What follows belongs to an exercise in optimizing a design on an open flow for small area; a production flow would make more cautious choices. In this exercise RTL edits were held to simulation tests only and were not proved equivalent to the original. Power is estimated from default activity; no workload was simulated. The flow treats the clock pin as an ideal source, which a real chip does not have.

## v29
Design radar_pulse_controller, start of the top module:
module radar_pulse_controller (
  input  logic                               aclk,
  input  logic                               aresetn,
  input  logic                               chirp_ready,
  input  logic                               chirp_active,
  input  logic                               chirp_done,
  input  logic [radar_pkg::word_w-1:0]       chirp_time_int,
  input  logic [radar_pkg::word_w-1:0]       chirp_time_frac,
  input  logic [radar_pkg::word_w-1:0]       adc_sample_time,
  input  logic [radar_pkg::param_bus_w-1:0]  chirp_parameters_in,
  output logic [radar_pkg::param_bus_w-1:0]  chirp_parameters_out,
  output logic                               chirp_init,
  output logic                               chirp_enable,
  output logic                               adc_enable
);
For scale: about 790 flip-flops.
==> flow/config.mk <==
export PLATFORM = sky130hd
export DESIGN_NAME = radar_pulse_controller
export DESIGN_NICKNAME = radar_pulse_controller
export VERILOG_FILES = /design/flow/design.v
export SDC_FILE = /design/flow/constraint.sdc
export NUM_CORES = 4
export LEC_CHECK = 0
export CAP_MARGIN = 20
export CORE_MARGIN = 2
export CORE_UTILIZATION = 65
export SLEW_MARGIN = 20
==> flow/constraint.sdc <==
create_clock -name core_clock -period 4.0 [get_ports {aclk}]
set_input_delay 0.8000 -clock core_clock [delete_from_list [all_inputs] [get_ports {aclk}]]
set_output_delay 0.8000 -clock core_clock [all_outputs]
set_load 0.01 [all_outputs]
standard.sh (not shown) runs the stock make flow with config.mk's settings and CLKGATE_MAP_FILE= SYNTH_SCRIPT=/design/flow/synth_recipe.tcl, a recipe that flattens the netlist after the stock synthesis.
==> flow/flow/run.sh <==
#!/bin/bash
# Standard layout with two changes, set through ORFS's own variables:
#  - every port is buffered by the smallest buffer (sky130_fd_sc_hd__buf_1)
#    instead of the one buffer_ports picks itself;
#  - the clock tree clusters up to 20 flip-flops per clkbuf_8 leaf buffer and inserts
#    no dummy loads.
set -euo pipefail
export BUFFER_PORTS_ARGS="-buffer_cell sky130_fd_sc_hd__buf_1"
export CTS_ARGS="-sink_clustering_enable -repair_clock_nets -dont_use_dummy_load -buf_list {sky130_fd_sc_hd__clkbuf_8} -sink_clustering_size 20 -sink_clustering_max_diameter 80"
bash standard.sh > standard_flow.log 2>&1
Modified inputs, v6 compared to v29
Settings: CORE_UTILIZATION: 65 -> 75.
--- outcome ---
The reported net switching power number comes out lower for v29 vs v6.
v6 vs. v29: cell area after layout went down 0.42%; number of tap cells added at floorplan went down by about 14%; share of the final layout cell area in sequential cells shows an increase of 0.32 points.
Relative to v29, the number of global-route vias before repair measured on v6 has increased by more than 10%.
Wire: v6 routes more than v29
Re summed instance area of the synthesized netlist: no difference whatsoever between v6 and v29.
Fraction of met2 tracks used by global routing, v6 and v29: lower on v29
Data-path buffer share of cell area in the final layout delta (v29 -> v6): insignificant
Summary — total global routing track utilization, v6 relative to v29: higher, by 6.1 points.
Share of total power in the clock network: v6 higher than v29
## Diff of input files: v48 against v6
Settings: CORE_UTILIZATION changed from 75 to 55.
### Flow results
Per the final summary, v6 finished and its layout is clean on timing, DRC and antenna. v48: no failed stages, no open violations at the end. Minimum clock period after layout: v48 vs v6 down 170 ps. In the metrics for v6 and v48, the one carrying the higher first-pass GRT wire length is v6. Route | v48 vs v6 | wire shorter in v48. Global-route usage in v48 is 8.1 points below v6.


radar_pulse_controller, a different RTL version from the one above (not shown whole).
For scale: ~1400 cells after synthesis, ~360 I/O pins, ~20000 um2 of cells after synthesis.
export LEC_CHECK = 0
export CAP_MARGIN = 20
export CORE_MARGIN = 2
export CORE_UTILIZATION = 65
export CTS_BUF_LIST = sky130_fd_sc_hd__clkbuf_4 sky130_fd_sc_hd__clkbuf_8
export SLEW_MARGIN = 20
create_clock -name core_clock -period 4.0 [get_ports {aclk}]
==> flow/flow/run.sh <==
#!/bin/bash
# Standard layout, with every port buffered by the smallest buffer
# (sky130_fd_sc_hd__buf_1) instead of the one buffer_ports picks itself.
set -euo pipefail
export BUFFER_PORTS_ARGS="-buffer_cell sky130_fd_sc_hd__buf_1"
bash standard.sh > standard_flow.log 2>&1
Then changed:
==> flow/flow/run.sh (replaced) <==
#!/bin/bash
# Standard layout with two changes, set through ORFS's own variables:
#  - every port is buffered by the smallest buffer (sky130_fd_sc_hd__buf_1)
#    instead of the one buffer_ports picks itself;
#  - the clock tree clusters up to 30 flip-flops per leaf buffer and inserts
#    no dummy loads.
set -euo pipefail
export BUFFER_PORTS_ARGS="-buffer_cell sky130_fd_sc_hd__buf_1"
export CTS_ARGS="-sink_clustering_enable -repair_clock_nets -dont_use_dummy_load -buf_list {sky130_fd_sc_hd__clkbuf_8 sky130_fd_sc_hd__clkbuf_16} -sink_clustering_size 30 -sink_clustering_max_diameter 120"
bash standard.sh > standard_flow.log 2>&1
--- a/flow/config.mk
+++ b/flow/config.mk
@@ -9,4 +9,3 @@
 export CORE_MARGIN = 2
 export CORE_UTILIZATION = 65
-export CTS_BUF_LIST = sky130_fd_sc_hd__clkbuf_4 sky130_fd_sc_hd__clkbuf_8
 export SLEW_MARGIN = 20
After rerunning:
- die area stays the same
- synthesized cell count stays the same
- routed wire length goes down by 6.9%
- first-iteration DRC count goes up by 2.5%
Then changed:
==> flow/flow/run.sh (replaced) <==
#!/bin/bash
# Standard layout with two changes, set through ORFS's own variables:
#  - every port is buffered by the smallest buffer (sky130_fd_sc_hd__buf_1)
#    instead of the one buffer_ports picks itself;
#  - the clock tree clusters up to 20 flip-flops per clkbuf_8 leaf buffer and inserts
#    no dummy loads.
set -euo pipefail
export BUFFER_PORTS_ARGS="-buffer_cell sky130_fd_sc_hd__buf_1"
export CTS_ARGS="-sink_clustering_enable -repair_clock_nets -dont_use_dummy_load -buf_list {sky130_fd_sc_hd__clkbuf_8} -sink_clustering_size 20 -sink_clustering_max_diameter 80"
bash standard.sh > standard_flow.log 2>&1
After rerunning: The new run finished clean; total power came out lower by a few percent; combinational power stays flat; final cell count came out higher slightly; count of clock-buffer cells in the layout came out higher by 15; setup slack barely changes; maximum frequency is about the same; design area came out lower slightly; core utilization came out lower by 0.42 points; clock skew came out lower by 0.016 ns; synthesized area stays the same; wire length came out higher slightly.

## port drivers added, routing unchanged
No port has a modelled driver above. Below, the same layouts with a new extraction and two added sets of constraints.
Step 1 sets driving cells, clkbuf_16 on the clock port and buf_2 on the other inputs (assumed; they add their load-dependent delay and slew).
Step 2 adds t to the input delays and takes it off the output delays; t is the mean of the earliest and latest rising clock arrival at the registers after step 1. Input paths then give back, and output paths get back, about the clock's delay inside the block.
Three values: ideal, step 1, step 2; two values: the first two.
run | shift t [ns] | setup slack, ns | worst setup path at the end | worst slew at a driven data input, ns
v29 | 0.597 | 1.354 / 1.354 / 1.163 | input to register | 0.09
v6 | 0.599 | 1.223 / 1.223 / 1.031 | input to register | 0.09
v48 | 0.653 | 1.388 / 1.388 / 1.388 | register to register | 0.07
the first run of note 2 | 0.673 | 0.242 / 0.242 / 0.242 | register to register | 0.10
the second run of note 2 | 0.623 | 0.225 / 0.225 / 0.225 | register to register | 0.10
the third run of note 2 | 0.627 | 0.227 / 0.227 / 0.227 | register to register | 0.10
After both steps every run listed still meets setup and hold. The setup slack of v6, which loses most, moves by 0.000 ns with the drivers and by -0.192 ns with both steps.
